From an optimization exercise on the open Yosys and OpenROAD flow, aimed at small area, a short achievable clock period and few clock cycles per item; shortcuts taken in it are not production practice. In this exercise RTL edits were held to simulation tests only and were not proved equivalent to the original.

### design/flow/config.mk
export PLATFORM = sky130hd
export DESIGN_NAME = poly_cv_gate_to_note_events
export DESIGN_NICKNAME = poly_cv_gate_to_note_events
export VERILOG_FILES = /design/flow/design.v
export SDC_FILE = /design/flow/constraint.sdc
export NUM_CORES = 4
export LEC_CHECK = 0
export CAP_MARGIN = 20
export CORE_MARGIN = 2
export CORE_UTILIZATION = 40
export SLEW_MARGIN = 20
### design/flow/design.v
package pcg_pkg;
   localparam int LANE_CNT_W = 5;
   localparam int REQ_DATA_W = 88;
   localparam int RSP_DATA_W = 64;
   localparam int CSR_ADDR_W = 4;
   localparam int CSR_DATA_W = 32;
   localparam logic KIND_SAMPLE = 1'b0;
   localparam logic KIND_RESET  = 1'b1;
   localparam logic [1:0] EVT_NOTE_OFF = 2'd0;
   localparam logic [1:0] EVT_NOTE_ON  = 2'd1;
   localparam logic [1:0] EVT_PITCH    = 2'd2;
   localparam logic [1:0] REG_GATE_HIGH = 2'd0;
   localparam logic [1:0] REG_GATE_LOW  = 2'd1;
   localparam logic [1:0] REG_THRESHOLD = 2'd2;
   localparam logic [16:0] GATE_HIGH_RST = 17'd4096;
   localparam logic [16:0] GATE_LOW_RST  = 17'd409;
   localparam logic [15:0] THRESHOLD_RST = 16'd41;
   localparam logic [21:0] NOTE_BASE   = 22'd245760;   
   localparam logic [21:0] ROUND_HALF  = 22'd2048;
   localparam logic [6:0]  NOTE_MAX    = 7'd127;
   localparam logic [12:0] VEL_DEFAULT = 13'd3277;     
   localparam logic [12:0] VEL_FULL    = 13'd4096;
   localparam logic [16:0] VEL_ROUND   = 17'd5;
   localparam logic [15:0] VEL_RECIP   = 16'd52429;    
   localparam int          VEL_SHIFT   = 19;
   typedef struct packed {
      logic signed [16:0] gate_high;
      logic signed [16:0] gate_low;
      logic [15:0]        threshold;
   } pcg_cfg_type;
   typedef struct packed {
      logic               kind;
      logic [3:0]         lane;
      logic [4:0]         lane_count;
      logic signed [16:0] gate_level;
      logic signed [16:0] pitch_level;
      logic signed [4:0]  octave;
      logic signed [16:0] velocity_level;
      logic               velocity_present;
      logic [15:0]        frame_offset;
   } pcg_item_type;
   typedef struct packed {
      logic               gate_high;
      logic               active;
      logic [6:0]         note;
      logic signed [21:0] offset;
   } pcg_lane_type;
   typedef struct packed {
      logic [1:0]  kind;
      logic [3:0]  lane;
      logic [6:0]  note;
      logic [12:0] velocity;
      logic [21:0] offset;
      logic [15:0] time_stamp;
      logic        last;
   } pcg_event_type;
   typedef struct packed {
      logic               rising;
      logic               falling;
      logic               send_pitch;
      logic [6:0]         note;
      logic [12:0]        velocity;
      logic signed [21:0] new_offset;
      logic signed [21:0] held_offset;
   } pcg_calc_type;
   typedef struct packed {
      logic rd_en;
      logic wr_en;
      logic clr_one;
      logic clr_all;
   } pcg_mem_cmd_type;
endpackage
import pcg_pkg::*;
module pcg_csr (
   input  logic                  clock,
   input  logic                  reset,
   input  logic                  csr_psel,
   input  logic                  csr_penable,
   input  logic                  csr_pwrite,
   input  logic [CSR_ADDR_W-1:0] csr_paddr,
   input  logic [CSR_DATA_W-1:0] csr_pwdata,
   output logic [CSR_DATA_W-1:0] csr_prdata,
   output logic                  csr_pready,
   output pcg_pkg::pcg_cfg_type           cfg
);
   pcg_pkg::pcg_cfg_type cfg_ff;
   pcg_pkg::pcg_cfg_type cfg_in;
   logic        wr_beat;
   assign csr_pready = 1'b1;
   assign wr_beat    = csr_psel && csr_penable && csr_pwrite && csr_pready;
   assign cfg        = cfg_ff;
   always_comb begin
      cfg_in = cfg_ff;
      if (wr_beat) begin
         case (csr_paddr[3:2])
            REG_GATE_HIGH: cfg_in.gate_high = csr_pwdata[16:0];
            REG_GATE_LOW:  cfg_in.gate_low  = csr_pwdata[16:0];
            REG_THRESHOLD: cfg_in.threshold = csr_pwdata[15:0];
            default:       cfg_in = cfg_ff;
         endcase
      end
   end
   always_ff @(posedge clock) begin
      if (reset) begin
         cfg_ff.gate_high <= GATE_HIGH_RST;
         cfg_ff.gate_low  <= GATE_LOW_RST;
         cfg_ff.threshold <= THRESHOLD_RST;
      end else begin
         cfg_ff <= cfg_in;
      end
   end
   always_comb begin
      case (csr_paddr[3:2])
         REG_GATE_HIGH: csr_prdata = {{15{cfg_ff.gate_high[16]}}, cfg_ff.gate_high};
         REG_GATE_LOW:  csr_prdata = {{15{cfg_ff.gate_low[16]}}, cfg_ff.gate_low};
         REG_THRESHOLD: csr_prdata = {16'd0, cfg_ff.threshold};
         default:       csr_prdata = '0;
      endcase
   end
endmodule
import pcg_pkg::*;
module pcg_lane_mem #(
   parameter int DEPTH  = 16,
   parameter int ADDR_W = 4
) (
   input  logic              clock,
   input  logic              reset,
   input  pcg_pkg::pcg_mem_cmd_type   cmd,
   input  logic [ADDR_W-1:0] rd_addr,
   input  logic [ADDR_W-1:0] wr_addr,
   input  pcg_pkg::pcg_lane_type      wr_data,
   output pcg_pkg::pcg_lane_type      rd_data
);
   logic [30:0] mem_ff [0:DEPTH-1];
   pcg_pkg::pcg_lane_type     rdq_ff;
   logic             hit_ff;
   logic [DEPTH-1:0] valid_ff;
   logic [DEPTH-1:0] valid_in;
   always_comb begin
      valid_in = valid_ff;
      if (cmd.clr_all) begin
         valid_in = '0;
      end else if (cmd.clr_one) begin
         valid_in[wr_addr] = 1'b0;
      end else if (cmd.wr_en) begin
         valid_in[wr_addr] = 1'b1;
      end
   end
   always_ff @(posedge clock) begin
      if (reset) begin
         valid_ff <= '0;
         hit_ff   <= 1'b0;
      end else begin
         valid_ff <= valid_in;
         if (cmd.rd_en) begin
            hit_ff <= valid_ff[rd_addr];
         end
      end
   end
   always_ff @(posedge clock) begin
      if (cmd.wr_en) begin
         mem_ff[wr_addr] <= wr_data;
      end
   end
   always_ff @(posedge clock) begin
      if (cmd.rd_en) begin
         rdq_ff <= mem_ff[rd_addr];
      end
   end
   assign rd_data = hit_ff ? rdq_ff : '0;
endmodule
import pcg_pkg::*;
module pcg_note_calc (
   input  pcg_pkg::pcg_item_type item,
   input  pcg_pkg::pcg_lane_type rec,
   input  pcg_pkg::pcg_cfg_type  cfg,
   output pcg_pkg::pcg_calc_type calc
);
   logic signed [21:0] pitch_ext;
   logic signed [9:0]  oct_ext;
   logic signed [9:0]  oct12;
   logic signed [21:0] abs_pitch;
   logic [21:0]        round_sum;
   logic [6:0]         note;
   logic signed [23:0] delta;
   logic [23:0]        delta_mag;
   logic [16:0]        vel_sum;
   logic [32:0]        vel_prod;
   logic [13:0]        vel_quot;
   assign pitch_ext = {{5{item.pitch_level[16]}}, item.pitch_level};
   assign oct_ext   = {{5{item.octave[4]}}, item.octave};
   assign oct12     = (oct_ext <<< 3) + (oct_ext <<< 2);
   assign abs_pitch = $signed(NOTE_BASE) + (pitch_ext <<< 3) + (pitch_ext <<< 2)
                      + $signed({oct12, 12'd0});
   assign round_sum = abs_pitch + ROUND_HALF;
   always_comb begin
      if (abs_pitch[21]) begin
         note = 7'd0;
      end else if (round_sum[21:12] > {3'd0, NOTE_MAX}) begin
         note = NOTE_MAX;
      end else begin
         note = round_sum[18:12];
      end
   end
   assign calc.note        = note;
   assign calc.new_offset  = abs_pitch - $signed({3'd0, note, 12'd0});
   assign calc.held_offset = abs_pitch - $signed({3'd0, rec.note, 12'd0});
   assign delta      = {{2{calc.held_offset[21]}}, calc.held_offset}
                       - {{2{rec.offset[21]}}, rec.offset};
   assign delta_mag  = delta[23] ? 24'(-delta) : 24'(delta);
   assign calc.send_pitch = delta_mag >= {8'd0, cfg.threshold};
   assign calc.rising  = !rec.gate_high && ($signed(item.gate_level) >= cfg.gate_high);
   assign calc.falling = rec.gate_high && ($signed(item.gate_level) <= cfg.gate_low);
   assign vel_sum  = {1'b0, item.velocity_level[15:0]} + VEL_ROUND;
   assign vel_prod = 33'(vel_sum) * 33'(VEL_RECIP);
   assign vel_quot = vel_prod[32:VEL_SHIFT];
   always_comb begin
      if (!item.velocity_present) begin
         calc.velocity = VEL_DEFAULT;
      end else if (item.velocity_level[16] || (item.velocity_level == '0)) begin
         calc.velocity = 13'd0;
      end else if (vel_quot > {1'b0, VEL_FULL}) begin
         calc.velocity = VEL_FULL;
      end else begin
         calc.velocity = vel_quot[12:0];
      end
   end
endmodule
import pcg_pkg::*;
module pcg_event_out (
   input  logic                  clock,
   input  logic                  reset,
   input  logic                  push,
   input  logic                  flush,
   input  pcg_pkg::pcg_event_type         evt,
   output logic                  ready,
   output logic                  pend,
   output logic                  rsp_tvalid,
   input  logic                  rsp_tready,
   output logic [RSP_DATA_W-1:0] rsp_tdata,    
   output logic [1:0]            rsp_tuser,    
   output logic                  rsp_tlast
);
   pcg_pkg::pcg_event_type pend_ff;
   pcg_pkg::pcg_event_type pend_in;
   logic          pend_valid_ff;
   logic          pend_valid_in;
   pcg_pkg::pcg_event_type out_ff;
   pcg_pkg::pcg_event_type out_in;
   logic          out_valid_ff;
   logic          out_valid_in;
   logic          out_free;
   assign out_free = !out_valid_ff || rsp_tready;
   assign ready    = !pend_valid_ff || out_free;
   assign pend     = pend_valid_ff;
   always_comb begin
      pend_in       = pend_ff;
      pend_valid_in = pend_valid_ff;
      out_in        = out_ff;
      out_valid_in  = out_valid_ff && !rsp_tready;
      if (push && ready) begin
         if (pend_valid_ff) begin
            out_in       = pend_ff;
            out_in.last  = 1'b0;
            out_valid_in = 1'b1;
         end
         pend_in       = evt;
         pend_valid_in = 1'b1;
      end else if (flush && pend_valid_ff && out_free) begin
         out_in        = pend_ff;
         out_in.last   = 1'b1;
         out_valid_in  = 1'b1;
         pend_valid_in = 1'b0;
      end
   end
   always_ff @(posedge clock) begin
      if (reset) begin
         pend_valid_ff <= 1'b0;
         out_valid_ff  <= 1'b0;
      end else begin
         pend_valid_ff <= pend_valid_in;
         out_valid_ff  <= out_valid_in;
      end
   end
   always_ff @(posedge clock) begin
      pend_ff <= pend_in;
      out_ff  <= out_in;
   end
   assign rsp_tvalid = out_valid_ff;
   assign rsp_tuser  = out_ff.kind;
   assign rsp_tlast  = out_ff.last;
   assign rsp_tdata  = {2'd0, out_ff.time_stamp, out_ff.offset, out_ff.velocity,
                        out_ff.note, out_ff.lane};
endmodule
import pcg_pkg::*;
module poly_cv_gate_to_note_events #(
   parameter int MAX_LANES = 16
) (
   input  logic                  clock,
   input  logic                  reset,
   input  logic                  req_tvalid,
   output logic                  req_tready,
   input  logic [REQ_DATA_W-1:0] req_tdata,
   input  logic [0:0]            req_tuser,    
   output logic                  rsp_tvalid,
   input  logic                  rsp_tready,
   output logic [RSP_DATA_W-1:0] rsp_tdata,
   output logic [1:0]            rsp_tuser,    
   output logic                  rsp_tlast,
   input  logic                  csr_psel,
   input  logic                  csr_penable,
   input  logic                  csr_pwrite,
   input  logic [CSR_ADDR_W-1:0] csr_paddr,
   input  logic [CSR_DATA_W-1:0] csr_pwdata,
   output logic [CSR_DATA_W-1:0] csr_prdata,
   output logic                  csr_pready
);
   localparam int LANE_W = (MAX_LANES > 1) ? $clog2(MAX_LANES) : 1;
   localparam logic [LANE_CNT_W-1:0] LANE_MAX = LANE_CNT_W'(MAX_LANES);
   localparam logic [LANE_CNT_W-1:0] LANE_ONE = LANE_CNT_W'(1);
   localparam logic [2:0] S_IDLE  = 3'd0;
   localparam logic [2:0] S_START = 3'd1;
   localparam logic [2:0] S_WRD   = 3'd2;
   localparam logic [2:0] S_WCHK  = 3'd3;
   localparam logic [2:0] S_LRD   = 3'd4;
   localparam logic [2:0] S_LCHK  = 3'd5;
   localparam logic [2:0] S_PITCH = 3'd6;
   localparam logic [2:0] S_FLUSH = 3'd7;
   logic [2:0]            state_ff, state_in;
   pcg_pkg::pcg_item_type          item_ff, item_in;
   logic [LANE_CNT_W-1:0] lanes_ff, lanes_in;
   logic [LANE_CNT_W-1:0] walk_idx_ff, walk_idx_in;
   logic [LANE_CNT_W-1:0] walk_end_ff, walk_end_in;
   logic [LANE_CNT_W-1:0] req_count;
   pcg_pkg::pcg_cfg_type           cfg;
   pcg_pkg::pcg_calc_type          calc;
   pcg_pkg::pcg_mem_cmd_type       mem_cmd;
   logic [LANE_W-1:0]     rd_addr;
   logic [LANE_W-1:0]     wr_addr;
   pcg_pkg::pcg_lane_type          wr_data;
   pcg_pkg::pcg_lane_type          rd_data;
   logic                  evt_push;
   logic                  evt_flush;
   logic                  evt_ready;
   logic                  evt_pend;
   pcg_pkg::pcg_event_type         evt;
   logic                  req_beat;
   pcg_csr u_csr (
      .clock       (clock),
      .reset       (reset),
      .csr_psel    (csr_psel),
      .csr_penable (csr_penable),
      .csr_pwrite  (csr_pwrite),
      .csr_paddr   (csr_paddr),
      .csr_pwdata  (csr_pwdata),
      .csr_prdata  (csr_prdata),
      .csr_pready  (csr_pready),
      .cfg         (cfg)
   );
   pcg_lane_mem #(
      .DEPTH  (MAX_LANES),
      .ADDR_W (LANE_W)
   ) u_lane_mem (
      .clock   (clock),
      .reset   (reset),
      .cmd     (mem_cmd),
      .rd_addr (rd_addr),
      .wr_addr (wr_addr),
      .wr_data (wr_data),
      .rd_data (rd_data)
   );
   pcg_note_calc u_note_calc (
      .item (item_ff),
      .rec  (rd_data),
      .cfg  (cfg),
      .calc (calc)
   );
   pcg_event_out u_event_out (
      .clock      (clock),
      .reset      (reset),
      .push       (evt_push),
      .flush      (evt_flush),
      .evt        (evt),
      .ready      (evt_ready),
      .pend       (evt_pend),
      .rsp_tvalid (rsp_tvalid),
      .rsp_tready (rsp_tready),
      .rsp_tdata  (rsp_tdata),
      .rsp_tuser  (rsp_tuser),
      .rsp_tlast  (rsp_tlast)
   );
   assign req_tready = (state_ff == S_IDLE);
   assign req_beat   = req_tvalid && req_tready;
   always_comb begin
      if (item_ff.lane_count == '0) begin
         req_count = LANE_ONE;
      end else if (item_ff.lane_count > LANE_MAX) begin
         req_count = LANE_MAX;
      end else begin
         req_count = item_ff.lane_count;
      end
   end
   always_comb begin
      state_in    = state_ff;
      item_in     = item_ff;
      lanes_in    = lanes_ff;
      walk_idx_in = walk_idx_ff;
      walk_end_in = walk_end_ff;
      mem_cmd     = '0;
      rd_addr     = walk_idx_ff[LANE_W-1:0];
      wr_addr     = walk_idx_ff[LANE_W-1:0];
      wr_data     = rd_data;
      evt_push    = 1'b0;
      evt_flush   = 1'b0;
      evt.kind       = EVT_NOTE_OFF;
      evt.lane       = item_ff.lane;
      evt.note       = rd_data.note;
      evt.velocity   = '0;
      evt.offset     = '0;
      evt.time_stamp = item_ff.frame_offset;
      evt.last       = 1'b0;
      case (state_ff)
         S_IDLE: begin
            if (req_beat) begin
               item_in.kind             = req_tuser[0];
               item_in.lane             = req_tdata[3:0];
               item_in.lane_count       = req_tdata[8:4];
               item_in.gate_level       = req_tdata[25:9];
               item_in.pitch_level      = req_tdata[42:26];
               item_in.octave           = req_tdata[47:43];
               item_in.velocity_level   = req_tdata[64:48];
               item_in.velocity_present = req_tdata[65];
               item_in.frame_offset     = req_tdata[81:66];
               state_in = S_START;
            end
         end
         S_START: begin
            if (item_ff.kind == KIND_RESET) begin
               walk_idx_in = '0;
               walk_end_in = lanes_ff;
               state_in    = S_WRD;
            end else if (item_ff.lane == '0) begin
               walk_idx_in = req_count;
               walk_end_in = lanes_ff;
               lanes_in    = req_count;
               state_in    = S_WRD;
            end else begin
               state_in = S_LRD;
            end
         end
         S_WRD: begin
            if (walk_idx_ff >= walk_end_ff) begin
               if (item_ff.kind == KIND_RESET) begin
                  mem_cmd.clr_all = 1'b1;
                  lanes_in        = LANE_ONE;
                  state_in        = S_FLUSH;
               end else begin
                  state_in = S_LRD;
               end
            end else begin
               mem_cmd.rd_en = 1'b1;
               state_in      = S_WCHK;
            end
         end
         S_WCHK: begin
            evt.lane = walk_idx_ff[3:0];
            evt_push = rd_data.active;
            if (!rd_data.active || evt_ready) begin
               mem_cmd.clr_one = (item_ff.kind == KIND_SAMPLE);
               walk_idx_in     = walk_idx_ff + LANE_ONE;
               state_in        = S_WRD;
            end
         end
         S_LRD: begin
            rd_addr = item_ff.lane[LANE_W-1:0];
            if ({1'b0, item_ff.lane} < lanes_ff) begin
               mem_cmd.rd_en = 1'b1;
               state_in      = S_LCHK;
            end else begin
               state_in = S_FLUSH;
            end
         end
         S_LCHK: begin
            wr_addr = item_ff.lane[LANE_W-1:0];
            if (calc.rising) begin
               evt_push     = 1'b1;
               evt.kind     = EVT_NOTE_ON;
               evt.note     = calc.note;
               evt.velocity = calc.velocity;
               if (evt_ready) begin
                  mem_cmd.wr_en     = 1'b1;
                  wr_data.gate_high = 1'b1;
                  wr_data.active    = 1'b1;
                  wr_data.note      = calc.note;
                  wr_data.offset    = calc.new_offset;
                  state_in          = S_PITCH;
               end
            end else if (calc.falling) begin
               evt_push = rd_data.active;
               if (!rd_data.active || evt_ready) begin
                  mem_cmd.wr_en     = 1'b1;
                  wr_data.gate_high = 1'b0;
                  wr_data.active    = 1'b0;
                  state_in          = S_FLUSH;
               end
            end else if (rd_data.active && calc.send_pitch) begin
               evt_push   = 1'b1;
               evt.kind   = EVT_PITCH;
               evt.offset = calc.held_offset;
               if (evt_ready) begin
                  mem_cmd.wr_en  = 1'b1;
                  wr_data.offset = calc.held_offset;
                  state_in       = S_FLUSH;
               end
            end else begin
               state_in = S_FLUSH;
            end
         end
         S_PITCH: begin
            evt_push   = 1'b1;
            evt.kind   = EVT_PITCH;
            evt.note   = calc.note;
            evt.offset = calc.new_offset;
            if (evt_ready) begin
               state_in = S_FLUSH;
            end
         end
         S_FLUSH: begin
            evt_flush = 1'b1;
            if (evt_ready) begin
               state_in = S_IDLE;
            end
         end
         default: begin
            state_in = S_IDLE;
         end
      endcase
   end
   always_ff @(posedge clock) begin
      if (reset) begin
         state_ff    <= S_IDLE;
         lanes_ff    <= LANE_ONE;
         walk_idx_ff <= '0;
         walk_end_ff <= '0;
      end else begin
         state_ff    <= state_in;
         lanes_ff    <= lanes_in;
         walk_idx_ff <= walk_idx_in;
         walk_end_ff <= walk_end_in;
      end
   end
   always_ff @(posedge clock) begin
      item_ff <= item_in;
   end
endmodule
### design/flow/run.sh
#!/bin/bash
# synth_recipe.tcl (not shown) runs the flow's synth.tcl, then flattens the netlist and writes it again
# the make line also repeats each setting of config.mk as NAME=value (left out here)
make -C /OpenROAD-flow-scripts/flow DESIGN_CONFIG=/design/flow/config.mk WORK_HOME=/design/flow/orfs CLKGATE_MAP_FILE= SYNTH_SCRIPT=/design/flow/synth_recipe.tcl finish
### design/flow/constraint.sdc
create_clock -name core_clock -period 10.0 [get_ports {clock}]
set_input_delay 2.0000 -clock core_clock [delete_from_list [all_inputs] [get_ports {clock}]]
set_output_delay 2.0000 -clock core_clock [all_outputs]
set_load 0.01 [all_outputs]
==> flow_summary.yaml <==
run_status:
  outcome: "finished clean"
logic_synthesis:
  synth.cell_area_mm2: 0.0433
  ys_seq_area_share_pct: 55.0
  ys.warnings.count: 5
  synth_cell_types: 88
  syn_area_per_cell_um2: 12.2
  ys.flop_type: "edfxtp_1"
  synth-edff-count: 735
  ys_ff_latch: 822
  syn_inst: 3539
  async_flop_share_pct: 0
sta:
  clock_skew_ns: 0.0659
  drv_slew: 0
  setup_tns_ns: 0
  max_freq_mhz: 107
  hold_viol: 0
  slew_headroom_pct: 30.4
  setup_viol: 0
  max_slew.worst_pin.slew_ns: 1.04
  finalCriticalPeriod_ns: 9.38
  fin_crit_sh_pct: 93.8
setup_path:
  reg2reg_slack_ns: 0.62
  crit_required_ns: 10.40
  crit_fanout: 23
  slowest_stage: "edfxtp_1"
  worst_path_largest_cell_delay_ns: 0.40
  cp.arrival_ns: 9.78
  path_common_cell: "ha_1"
  crit_type: "reg2reg"
  crit_path_end_kind: "flip-flop"
  critPathLaunchType: "flip-flop"
finish:
  area_growth_pct: 16.9
  multi_input_area_mm2: 0.0181
  final_util_pct: 47.2
  final.fill_count: 9607
  regArea_mm2: 0.0238
  nNetsFinal: 4287
  drive_above_1_share_pct: 11.1
route:
  dr.pass1.iters: 5
  drc_errors: 0
  ant_nets: 0
  viasPerCell: 5.33
  drt-initial-drc-count: 1937
  routed_wl_mm: 106
  vias: 28000
  avgRoutedWirePerCell_um: 20.1
floorplanning:
  initial_core_util_pct: 40.4
  die_h_um: 333
  num_io_pins: 234
  placementRows: 120
  die_x_um: 333
  fp.coreArea_mm2: 0.107
  fp.dieArea_mm2: 0.111
clock_tree:
  clk_pin_slew_worst_paths_ns: 0.06
  cts_buffers: 87
  cts_tree: "done"
  clock_latency_ns: 0.69
  max-clock-path-buffers: 3
  cts_num_sinks: 822
  cts-root-buf: "clkbuf_16"
  htreeDepth: 3
global_route:
  grt_max_degree: 169
  grt_pass1_vias: 27700
  grt_overflow: 0
  grt_usage_pct: 18.9
  antenna_found_initial: 3
  grt_pass1_wl_mm: 163
placement:
  io_buffers: 205
  hpwl_mm: 73.0
  gp_congestion: 0.895
flow_run:
  maxCapViolCount: 0
min_path:
  hold_path.class: "reg2reg"
## synth_stat cells (10+ instances only)
| library cell | number | share of area, % |
|---|---|---|
| and2_1 | 19 | 0.27 |
| buf_4 | 24 | 0.42 |
| and3_1 | 23 | 0.33 |
| a21o_1 | 29 | 0.50 |
| nor2b_1 | 34 | 0.49 |
| nand4_1 | 17 | 0.25 |
| a21oi_1 | 276 | 3.2 |
| inv_1 | 263 | 2.3 |
| nor3_1 | 46 | 0.53 |
| nand2_1 | 232 | 2.0 |
| xor2_1 | 45 | 0.91 |
| nor4_1 | 11 | 0.16 |
| nand2b_1 | 19 | 0.27 |
| clkbuf_1 | 117 | 1.0 |
| a211oi_1 | 109 | 1.9 |
| edfxtp_1 | 735 | 51 |
| o21ai_0 | 134 | 1.5 |
| buf_1 | 11 | 0.095 |
| a31oi_1 | 17 | 0.25 |
| fa_1 | 98 | 4.5 |
| xnor2_1 | 52 | 1.1 |
| ha_1 | 287 | 8.3 |
| nand3_1 | 44 | 0.51 |
| dfxtp_1 | 87 | 4.0 |
| nor2_1 | 282 | 2.4 |
| a41oi_1 | 10 | 0.20 |
| o22ai_1 | 13 | 0.19 |
| o211ai_1 | 14 | 0.24 |
| or3_1 | 16 | 0.23 |
| mux2_2 | 131 | 3.4 |
| o21a_1 | 16 | 0.28 |
| mux2i_1 | 174 | 4.0 |
## per-stage QoR
step	instances	setup WS [ns]	hold WS, ns	cell area [µm²]
floorplan	3542	0.144	0.400	43300
global placement	5070	0.0830	0.400	47400
detailed placement	5075	-0.0218	0.405	47500
CTS	5234	0.0258	0.381	50400
global route	5245	-0.0214	0.398	50600
finish	5246	0.620	0.385	50600
## registers in the layout, summed over array words and instances (netlist names), named ones only
register                   flops
u_event_out.pend_ff           62
walk_end_ff                    5
u_lane_mem.rdq_ff             31
item_ff                       83
state_ff                       3
u_event_out.out_valid_ff       1
lanes_ff                       5
u_csr.cfg_ff                  50
walk_idx_ff                    5
u_event_out.out_ff            63
u_lane_mem.mem_ff            496
u_event_out.pend_valid_ff      1
u_lane_mem.hit_ff              1
## final timing paths
check / startpoint / end / cells past startpoint
worst max-delay path: item_ff[47]$_DFFE_PP_ / u_lane_mem.mem_ff[0][24]$_DFFE_PP_ / 42
worst max register to register: item_ff[47]$_DFFE_PP_ / u_lane_mem.mem_ff[0][24]$_DFFE_PP_ / 42
worst min-delay path: u_event_out.pend_ff[3]$_DFFE_PP_ / u_event_out.out_ff[3]$_DFFE_PP_ / 0
worst min register to register: u_event_out.pend_ff[3]$_DFFE_PP_ / u_event_out.out_ff[3]$_DFFE_PP_ / 0
## worst max-delay path: cells and delay by family (launching register included)
family                     cells  cell delay, ns
buffers and inverters          6            0.93
AOI/OAI and AO/OA             19            4.06
DFF                            1            0.40
xor gates and xnor gates       3            0.59
adders and majority gates      6            1.92
and+or+nand+nor                8            1.20
## timing repair
item                       4_1_cts  5_1_grt
hold buffers                     0        0
resized for setup                4       24
setup endpoints to repair      109     1013
pin swaps                        0        8
cloned                           0        2
setup buffers                    0        7
## cell families after synthesis
family                     synth area share [%]
xor gates and xnor gates                   2.00
AOI/OAI and AO/OA                          10.4
buffers and inverters                      3.96
and+or+nand+nor                            8.29
DFF                                        55.0
muxes                                      7.43
other                                    0.0174
adders and majority gates                  12.8
## cell type report
cell class	count	share of cell area, %
inverter	265	1.97
clock buffer	100	4.49
sequential	822	47.1
timing repair buffer	299	6.02
tap	1403	3.47
antenna	3	0.0148
clock inverter	59	1.19
multi-input combinational	2295	35.8
## layer usage
metal	vias to the layer above	track usage, %	part of all wire (%)
li1	13400	-	-
met1	13700	26.2	46
met2	706	31.4	47
met3	143	2.44	5.0
met4	0	4.72	2.2
met5	-	0	0
## cells in the final DEF, fill, tap and decap left out, types with 8 or more instances in the layout
cell	count
mux2_2	130
o211ai_1	14
a41oi_1	9
clkbuf_1	11
clkdlybuf4s50_1	204
or3_1	15
buf_12	19
clkinv_1	23
and2_1	18
and3_1	23
fa_1	98
xor2_1	45
ha_1	287
nand3_1	44
nor2_4	17
clkbuf_16	89
inv_1	262
a211oi_1	108
xnor2_1	52
nand4_1	17
clkinv_2	18
mux2i_1	171
nand2b_1	19
nor3_1	45
nor3b_1	8
a21oi_1	276
nor2b_1	34
buf_4	70
edfxtp_1	735
nor4_1	11
bufinv_16	9
o22ai_1	12
a21o_1	29
o21a_1	16
a31oi_1	16
nand2_1	232
o21ai_0	132
nor2_1	265
dfxtp_1	86
Testbench counts, summed over its fixed seeds: cycles 171,912, items 32,000.

port drivers added, routing unchanged:
Ports are ideal in the flow. The routed layout listed here was re-timed in OpenROAD. Step 1 assumes that a clkbuf_16 drives the clock port and a buf_2 every other input. Step 2, shift: input delay + t, output delay - t, t = (earliest + latest rising clock arrival at the registers) / 2. This alone moves slack from input paths to output paths. Three values: ideal, step 1, step 2; two values: the first two.
shift t [ns]: 0.723
setup WS [ns]: 0.620 / 0.620 / 0.620
slew at the worst register clock pin (ns): 0.08 / 0.08
After both steps this run still meets setup and hold. For this run, drivers alone change the setup slack by 0.000 ns; drivers and shift together by 0.000 ns.
